Source: an optimization exercise on an open RTL-to-GDS flow (aim: small area). Production flows keep margins and buffers that such runs may drop.
In this exercise RTL edits were held to simulation tests only and were not proved equivalent to the original.
No activity file was given, so power comes from the tool's default toggle rates.

<file path="flow/config.mk">
export PLATFORM = sky130hd
export DESIGN_NAME = wb_reg_file
export DESIGN_NICKNAME = wb_reg_file
export VERILOG_FILES = /design/flow/design.v
export SDC_FILE = /design/flow/constraint.sdc
export NUM_CORES = 4
export LEC_CHECK = 0
export CAP_MARGIN = 20
export CORE_MARGIN = 2
export CORE_UTILIZATION = 40
export SLEW_MARGIN = 20
</file>
<file path="flow/constraint.sdc">
create_clock -name core_clock -period 7.0 [get_ports {clk}]
set_input_delay 1.4000 -clock core_clock [delete_from_list [all_inputs] [get_ports {clk}]]
set_output_delay 1.4000 -clock core_clock [all_outputs]
set_load 0.01 [all_outputs]
</file>
<file path="flow/design.v">
module wb_reg_file #(
    parameter int DATA_W = 32,
    parameter int ADDR_W = 5
) (
    input  logic              clk,
    input  logic              rst,
    input  logic              RegWrite,
    input  logic [ADDR_W-1:0] WriteReg,
    input  logic [DATA_W-1:0] WriteData,
    input  logic [ADDR_W-1:0] ReadReg1,
    input  logic [ADDR_W-1:0] ReadReg2,
    output logic [DATA_W-1:0] ReadData1,
    output logic [DATA_W-1:0] ReadData2
);
    localparam int DEPTH = 1 << ADDR_W;
    logic [DATA_W-1:0] regs [DEPTH];
    logic              wr_en;
    assign wr_en = RegWrite && (WriteReg != '0);
    always_ff @(posedge clk or posedge rst) begin
        if (rst) begin
            for (int i = 0; i < DEPTH; i++) regs[i] <= '0;
        end else if (wr_en) begin
            regs[WriteReg] <= WriteData;
        end
    end
    always_comb begin
        ReadData1 = '0;
        if (!rst && ReadReg1 != '0) begin
            ReadData1 = regs[ReadReg1];
        end
    end
    always_comb begin
        ReadData2 = '0;
        if (!rst && ReadReg2 != '0) begin
            ReadData2 = regs[ReadReg2];
        end
    end
endmodule
</file>
<file path="flow/run.sh">
#!/bin/bash
# synth_recipe.tcl (not shown) runs the flow's synth.tcl, then flattens the netlist and writes it again
# the make line also repeats each setting of config.mk as NAME=value (left out here)
make -C /OpenROAD-flow-scripts/flow DESIGN_CONFIG=/design/flow/config.mk WORK_HOME=/design/flow/orfs CLKGATE_MAP_FILE= SYNTH_SCRIPT=/design/flow/synth_recipe.tcl finish
</file>
==> run notes, run 1 <==
status=finished clean; CTS Buffer Depth=3; crit path capture type=output port; crit path max fanout=24; hold crit path type=reg2reg; Cells after Synth=~4,300; Crit. Startpoint=ReadReg1[2]; post-synthesis cell type count=between 60 and 70; Hold Buf Count CTS=0; Seq/Total Area, Yosys=between 40% and 50%; final global-route overflow total=0; drt pass-1 iters=17; top sig layer=met5; DR vias=roughly 46,000; worst path required time=about 5.6 ns; clock-pin transition on the worst setup and hold timing paths=~0.06 ns; Resized cells post-CTS=0; hold_sp=regs[19][31]; layout cell share with drive strength beyond 1=approximately a third; CTS buffer count=about 110; core area=around 0.13 mm²; WS Path Type=in2out; Tcrit/Tclk final=between 90% and 100%; pin count of the biggest net entering global routing=~170; post-CTS setup buffer count=0; M1 WL=about 100 mm; Tot GR Track Use=a little over two fifths; fill count=approximately 11,000; Slew Viols, Final=0; # Max-Cap Violations=0; routed length on met3=42.8 mm; Sequential cell area=~0.025 mm²; first-pass GRT wire length=between 300 and 400 mm; setup TNS=0 ns; largest registers=regs x992; final total power=roughly 17 mW; Top-Level Pins=approximately 110; crit path time final=6.69 ns; root cell of the clock tree=clkbuf_16; number of synthesized register bits=just under 1,000; FF-to-FF Start=regs[21][0]; YS warnings=2; row cnt=130; Detail Placement HPWL=171 mm; die width=roughly 360 µm; endpoints failing setup=0; mean area per synthesized cell=around 12 µm²; nets=about 4,400; RePlAce Congestion=~1.0; drt drc=0; Worst VDD drop=roughly 0.00021 V; DR iter-0 viols=roughly 9,900; routed wl met2=around 110 mm; vias in the first global route=between 40,000 and 50,000; slew margin rel.=between 10% and 20%; Antenna Nets Post-Route=0; fmax=approximately 150 MHz; die height=359 µm; final wirelength=277 mm; leak pwr=around 25 nW; Port Buffers=approximately 110; Most used DFF post-synth=dfrtp_1; Clock Latency Late Sink=0.74 ns; Initial Util=40.2%; clk_skew=0 ns; Worst Path Arrival=5.29 ns; Post-synth EDFFs=0; Worst Setup Start Kind=primary input; RSZ-0062 raised after global routing=false; Synth Cell Area=roughly 0.050 mm²; wire per inst=roughly 46 µm; Largest register FFs=about 1,000; H-tree levels=3; Final Hold Viols=0; vias per cell=between 7 and 8; Worst Max-Slew Pin Slew=1.32 ns; final core occ=46.4%; Multi-input gate area=0.0240 mm²; total clock sinks=992; CTS tree=yes; number of antenna violations at the first check in global routing=16; Synthesized Nets=~4,300; synth-to-layout area growth=15.3%; Reg with most FFs=regs; Power per Cell Area=about 290 mW/mm²; die footprint=roughly 0.13 mm²; asr flop ratio synth=100%
final timing paths:
path,to,slack [ns],depth (start not counted)
worst max-delay path,ReadData1[31],0.31,9
worst min-delay path,regs[19][31],0.52,1
worst max register to register,regs[21][0],6.03,1
worst min register to register,regs[19][31],0.52,1
max in group asynchronous,regs[12][0],2.38,6
min in group asynchronous,regs[23][11],1.50,3
through the flow:
step / hold slack, ns / setup WS, ns / std cells / area (µm²)
after floorplan: 0.481 / -12.74 / 4272 / 50400
after global placement: 0.494 / 0.527 / 5871 / 54300
after detailed placement: 0.508 / 0.465 / 5872 / 54400
after CTS: 0.521 / 0.443 / 6066 / 58000
after global routing: 0.544 / 0.423 / 6070 / 58000
final: 0.522 / 0.314 / 6077 / 58100
final cells by class:
| type | count | share of cell area (%) |
|---|---|---|
| clock buffer | 143 | 5.32 |
| multi-input combinational | 2842 | 41.4 |
| antenna | 8 | 0.0345 |
| sequential | 992 | 42.8 |
| timing repair buffer | 381 | 5.88 |
| clock inverter | 51 | 1.00 |
| inverter | 10 | 0.0711 |
| tap | 1650 | 3.56 |
where the power goes:
| group | internal (mW) | switching (mW) |
|---|---|---|
| Sequential | 6.86 | 1.31 |
| Clock | 3.46 | 2.59 |
| Combinational | 1.17 | 1.19 |
| Total | 11.5 | 5.09 |
cells in the mapped netlist, drive strengths merged, types with 6 or more instances:
| cell | number | area [µm²] |
|---|---|---|
| a2111oi | 16 | 146 |
| a21oi | 70 | 350 |
| a221oi | 30 | 263 |
| a222oi | 27 | 270 |
| a22o | 44 | 385 |
| a22oi | 736 | 5530 |
| a31oi | 35 | 219 |
| a32oi | 20 | 175 |
| and2 | 8 | 50.1 |
| and3 | 25 | 156 |
| and4 | 14 | 123 |
| buf | 268 | 1400 |
| clkbuf | 160 | 601 |
| dfrtp | 992 | 24800 |
| inv | 10 | 37.5 |
| mux2 | 1006 | 11300 |
| mux2i | 38 | 380 |
| nand2 | 208 | 781 |
| nand2b | 16 | 100 |
| nand3 | 64 | 325 |
| nand3b | 6 | 56.3 |
| nand4 | 98 | 613 |
| nor2 | 130 | 601 |
| nor2b | 18 | 113 |
| nor3 | 75 | 400 |
| nor3b | 7 | 52.6 |
| nor4 | 32 | 219 |
| o21ai | 36 | 180 |
| o31a | 9 | 78.8 |
| or3 | 13 | 81.3 |
cell usage in the layout (no fill, tap or decap), drive strengths merged, types with 18 or more instances in the layout:
master,synthesis,final
nor2,130,130
clkinv,0,26
a21oi,70,70
a222oi,27,27
a32oi,20,20
a22o,44,44
nor2b,18,18
dfrtp,992,992
nand3,64,64
nor4,32,32
a31oi,35,35
a221oi,30,30
nand2,208,208
o21ai,36,36
clkbuf,160,143
nor3,75,75
a22oi,736,736
buf,268,291
nand4,98,98
clkdlybuf4s50,0,90
mux2,1006,1006
mux2i,38,38
and3,25,25
per-layer routing:
| metal | track usage, % | vias to the layer above |
|---|---|---|
| li1 | - | 16600 |
| met1 | 54.0 | 23200 |
| met2 | 56.9 | 4515 |
| met3 | 19.0 | 1529 |
| met4 | 28.2 | 22 |
| met5 | 0.407 | - |
cells by family after synthesis:
family                 count (synthesis)  share of synthesized area (%)
and+or+nand+nor                      732                           7.59
buffers and inverters                438                           4.04
muxes                               1044                           23.3
DFF                                  992                           49.3
AOI/OAI and AO/OA                   1066                           15.8
worst max-delay path: stages:
cell             delay, ns
buf_2                 0.53
nand3_1               0.48
nor2_4                1.10
buf_4                 0.41
a22oi_1               0.14
nand4_1               0.14
a211o_1               0.14
o31a_1                0.31
clkdlybuf4s50_1       0.60
==> inputs of run 2 (changes only) <==
==> flow/design.v (replaced) <==
module wb_reg_file_aoi3 (
    input  logic [2:0] s,
    input  logic [2:0] d,
    output logic       y_n
);
    assign y_n = ~|(s & d);
endmodule
module wb_reg_file_rdbit (
    input  logic [30:0] s,
    input  logic [30:0] d,
    output logic        q
);
    logic [9:0] y_n;
    for (genvar k = 0; k < 10; k++) begin : g_aoi
        wb_reg_file_aoi3 u_aoi (.s(s[3*k+2:3*k]), .d(d[3*k+2:3*k]), .y_n(y_n[k]));
    end
    assign q = ~&y_n | (s[30] & d[30]);
endmodule
module wb_reg_file #(
    parameter int DATA_W = 32,
    parameter int ADDR_W = 5
) (
    input  logic              clk,
    input  logic              rst,
    input  logic              RegWrite,
    input  logic [ADDR_W-1:0] WriteReg,
    input  logic [DATA_W-1:0] WriteData,
    input  logic [ADDR_W-1:0] ReadReg1,
    input  logic [ADDR_W-1:0] ReadReg2,
    output logic [DATA_W-1:0] ReadData1,
    output logic [DATA_W-1:0] ReadData2
);
    localparam int DEPTH = 1 << ADDR_W;
    logic [DATA_W-1:0] regs [1:DEPTH-1];
    logic [DEPTH-1:1]  valid;
    logic [DEPTH-1:1]  wsel;
    logic [DEPTH-2:0]  rsel1, rsel2;
    always_comb begin
        for (int i = 1; i < DEPTH; i++) begin
            wsel[i]    = RegWrite && (WriteReg == ADDR_W'(i));
            rsel1[i-1] = !rst && valid[i] && (ReadReg1 == ADDR_W'(i));
            rsel2[i-1] = !rst && valid[i] && (ReadReg2 == ADDR_W'(i));
        end
    end
    always_ff @(posedge clk or posedge rst) begin
        if (rst) valid <= '0;
        else     valid <= valid | wsel;
    end
    for (genvar i = 1; i < DEPTH; i++) begin : g_reg
        always_ff @(posedge clk) begin
            if (wsel[i]) regs[i] <= WriteData;
        end
    end
    for (genvar b = 0; b < DATA_W; b++) begin : g_bit
        logic [DEPTH-2:0] col;
        for (genvar i = 1; i < DEPTH; i++) begin : g_col
            assign col[i-1] = regs[i][b];
        end
        wb_reg_file_rdbit u_rd1 (.s(rsel1), .d(col), .q(ReadData1[b]));
        wb_reg_file_rdbit u_rd2 (.s(rsel2), .d(col), .q(ReadData2[b]));
    end
endmodule
--- a/flow/config.mk
+++ b/flow/config.mk
@@ -11 +11,3 @@
 export SLEW_MARGIN = 20
+export SYNTH_HIERARCHICAL = 1
+export SYNTH_MINIMUM_KEEP_SIZE = 0
==> run 2 against run 1 <==
Compared with the run above: still clean; clock-buffer cell count is 19 lower; via count fell by 37%; combinational power down 74%; clock power shrank 13%; design area shrank 19%; clock skew did not move; synthesized cell count down 51%; register-to-register slack improved by 0.22 ns; largest cell class unchanged.
==> run notes, run 2 <==
CTS buffer count=100 (was 108); Reg with most FFs=regs (unchanged); Slew Viols, Final=0 (unchanged); total clock sinks=1,023 (was 992); number of synthesized register bits=1,023 (was 992); Seq/Total Area, Yosys=76.5% (was 49.3%); first-pass GRT wire length=206 mm (was 372 mm); DR iter-0 viols=7,435 (was 9,931); Initial Util=40.5% (was 40.2%); drt pass-1 iters=11 (was 17); most frequent cells in the layout=edfxtp_1, a222oi_1, nand4_1 (was dfrtp_1, mux2_2, a22oi_1); Synthesized Nets=2,157 (was 4,322); Crit. Startpoint=rst (was ReadReg1[2]); final global-route overflow total=0 (unchanged); FF-to-FF Start=valid[10] (was regs[21][0]); delay-heaviest family, CP=simple AND/OR/NAND/NOR gates (unchanged); Synth Cell Area=0.0399 mm² (was 0.0503 mm²); cell with the most instances after synthesis=edfxtp_1 (was dfrtp_1); clock-pin transition on the worst setup and hold timing paths=0.06 ns (about the same); Tcrit/Tclk final=95.9% (was 95.5%); Worst VDD drop=0.000234 V (was 0.000207 V); status=finished clean (unchanged); die height=320 µm (was 359 µm); Gate power share=4.8% (was 14.2%); Worst Path Arrival=5.31 ns (was 5.29 ns); CTS tree=yes (unchanged); Post-synth EDFFs=992 (was 0); vias in the first global route=28,200 (was 43,500); clk_skew=0 ns (unchanged); wire per inst=39.5 µm (was 45.6 µm); leak pwr=15.0 nW (was 24.8 nW); Detail Placement HPWL=85.6 mm (was 171 mm); Worst Slack Setup Final=0.286 ns (was 0.314 ns); most common cell after layout, fill and taps aside=edfxtp_1 (was dfrtp_1); Largest register FFs=992 (unchanged); drt drc=0 (unchanged); CP max-delay cell=nor4b_1 (was nor2_4); fmax=149 MHz (was 150 MHz); crit path max fanout=22 (was 24); # Max-Cap Violations=0 (unchanged); post-synthesis cell type count=32 (was 69); sw power=2.75 mW (was 5.09 mW); crit path time final=6.71 ns (was 6.69 ns); Clock Latency Late Sink=0.66 ns (was 0.74 ns); switching fraction of total power=21.6% (was 30.7%); top post-synthesis cells by area=edfxtp_1, a222oi_1, nand4_1, dfrtp_1, a2111o_1 (was dfrtp_1, mux2_2, a22oi_1, buf_2, mux2_1); sequential share of power=54.1% (was 49.2%); row cnt=115 (was 130); Power per Cell Area=271 mW/mm² (was 286 mW/mm²); Int Pwr=9.99 mW (was 11.5 mW); synth-to-layout area growth=17.6% (was 15.3%); largest stage delay on the critical path=0.85 ns (was 1.10 ns); largest registers=regs x992, valid x31 (was regs x992); post-CTS setup buffer count=0 (unchanged); asr flop ratio synth=3.03% (was 100%); slew margin rel.=17.6% (was 12.0%); worst path required time=5.60 ns (about the same); Tot GR Track Use=28.2% (was 42.2%); Worst Max-Slew Pin Slew=1.24 ns (was 1.32 ns); WS Path Type=in2out (unchanged); worst slack at placement=0.417 ns (was 0.465 ns); setup TNS=0 ns (unchanged); Top-Level Pins=114 (unchanged); Yosys top cell area share=74.6% (was 49.3%); Worst Setup Start Kind=primary input (unchanged); nets=2,452 (was 4,385); root cell of the clock tree=clkbuf_16 (unchanged); Clock power frac=41.1% (was 36.5%); crit path capture type=output port (unchanged); Cells after Synth=2,107 (was 4,272); most frequent CP cell=clkdlybuf4s50_1; die width=320 µm (was 359 µm); CTS Buffer Depth=3 (unchanged); RSZ-0062 raised after global routing=false (unchanged); RePlAce Congestion=0.911 (was 1.02); endpoints failing setup=0 (unchanged); Resized cells post-CTS=0 (unchanged); Port Buffers=113 (unchanged); Antenna Nets Post-Route=0 (unchanged); CP bufs+invs=3 (unchanged); layout cell share with drive strength beyond 1=14.2% (was 34.3%); DR vias=28,700 (was 45,800); mean area per synthesized cell=19.0 µm² (was 11.8 µm²); Post-synth top cells=edfxtp_1, a222oi_1, nand4_1 (was dfrtp_1, mux2_2, a22oi_1); number of antenna violations at the first check in global routing=6 (was 16); critical path cell sequence=clkdlybuf4s50_1 -> nor4b_1 -> and3_2 -> buf_4 -> a222oi_1 -> nand4_1 -> a2111o_1 -> clkdlybuf4s50_1 (was buf_2 -> nand3_1 -> nor2_4 -> buf_4 -> a22oi_1 -> nand4_1 -> a211o_1 -> o31a_1 -> clkdlybuf4s50_1); Hold Buf Count CTS=0 (unchanged); Most used DFF post-synth=edfxtp_1 (was dfrtp_1); Final Hold Viols=0 (unchanged); H-tree levels=3 (unchanged); core area=0.0987 mm² (was 0.125 mm²); pin count of the biggest net entering global routing=33 (was 167); hold crit path type=reg2reg (unchanged); vias per cell=7.63 (was 7.54); hold_sp=valid[26] (was regs[19][31]); final wirelength=149 mm (was 277 mm); most area-hungry cell type in the Yosys netlist=edfxtp_1 (was dfrtp_1); die footprint=0.102 mm² (was 0.129 mm²); YS warnings=8 (was 2)
-- run 2: power by group through the flow --
stage	Sequential (mW)	Combinational, mW	Clock [mW]
floorplan	7.00	0.221	0
detailed placement	7.02	0.606	0
finish	6.89	0.614	5.24
global route	6.90	0.635	5.52
global placement	7.01	0.594	0
CTS	6.89	0.608	5.28
-- run 2: kinds of logic after synthesis --
logic type             share of synthesized area (%)
buffers and inverters                          0.254
AOI/OAI and AO/OA                               18.5
and+or+nand+nor                                 4.74
DFF                                             76.5
-- run 2: worst paths after layout --
| path | depth (start not counted) | end | slack [ns] |
|---|---|---|---|
| worst max-delay path | 8 | ReadData1[11] | 0.29 |
| worst min-delay path | 1 | valid[26] | 0.49 |
| worst max register to register | 1 | valid[10] | 6.25 |
| worst min register to register | 1 | valid[26] | 0.49 |
| max in group asynchronous | 3 | valid[18] | 4.69 |
| min in group asynchronous | 2 | valid[9] | 1.60 |
-- run 2: final cells by class --
| cell class | count | area, µm² |
|---|---|---|
| fillers | 8237 | 51700 |
| well taps | 1287 | 1610 |
| multi-input cells | 1063 | 9580 |
| clock inverters | 55 | 482 |
| flip-flops and latches | 1023 | 30600 |
| inverters | 3 | 11.3 |
| clock buffers | 124 | 2670 |
| diodes | 1 | 2.50 |
| repair buffers | 211 | 2070 |
-- run 2: per-stage QoR --
stage | hold slack [ns] | cells | total power, mW | cell area, µm² | utilization (%)
floorplan | 0.444 | 2107 | 7.22 | 39900 | -
CTS | 0.489 | 3766 | 12.8 | 47100 | 47.7
finish | 0.493 | 3767 | 12.7 | 47000 | 47.6
global placement | 0.466 | 3587 | 7.61 | 44000 | 44.5
detailed placement | 0.472 | 3587 | 7.63 | 44000 | 44.5
global route | 0.517 | 3766 | 13.1 | 47000 | 47.6
-- run 2: layer usage --
layer	vias up	track usage [%]	part of all wire (%)
li1	11200	-	-
met5	-	0	0.019
met2	2615	44.8	46
met1	14500	36.4	35
met4	4	12.2	4.5
met3	446	7.80	15
-- run 2: per-module statistics from Yosys, one instance, submodules excluded --
| module | area (µm²) | cells |
|---|---|---|
| wb_reg_file | 31800 | 1211 |
| wb_reg_file_aoi3 | 10.0 | 1 |
| wb_reg_file_rdbit | 27.5 | 4 |

## separate check: timing with driven ports
No port has a modelled driver above. Below, the same layouts with a new extraction and two added sets of constraints.
Step 1 (the two cells are an assumption about what drives the block):
set clk [get_ports {clk}]
set_driving_cell -lib_cell sky130_fd_sc_hd__clkbuf_16 $clk
set_driving_cell -lib_cell sky130_fd_sc_hd__buf_2 [delete_from_list [all_inputs] $clk]
Step 2 adds t to the input delays and takes it off the output delays; t is the mean of the earliest and latest rising clock arrival at the registers after step 1. Input paths then give back, and output paths get back, about the clock's delay inside the block.
a / b / c = ideal / step 1 / step 2; a / b = the first two.
| run | t, ns | setup slack, ns | worst hold slack (ns) | worst slew at a driven data input, ns |
|---|---|---|---|---|
| run 1 | 0.859 | 0.314 / 0.158 / 0.158 | 0.522 / 0.522 / 0.522 | 0.17 |
| run 2 | 0.743 | 0.286 / 0.265 / 0.265 | 0.493 / 0.493 / 0.493 | 0.08 |
After both steps setup and hold are still met in every run listed. The setup slack of run 1, which loses most, moves by -0.156 ns with the drivers and by -0.156 ns with both steps.
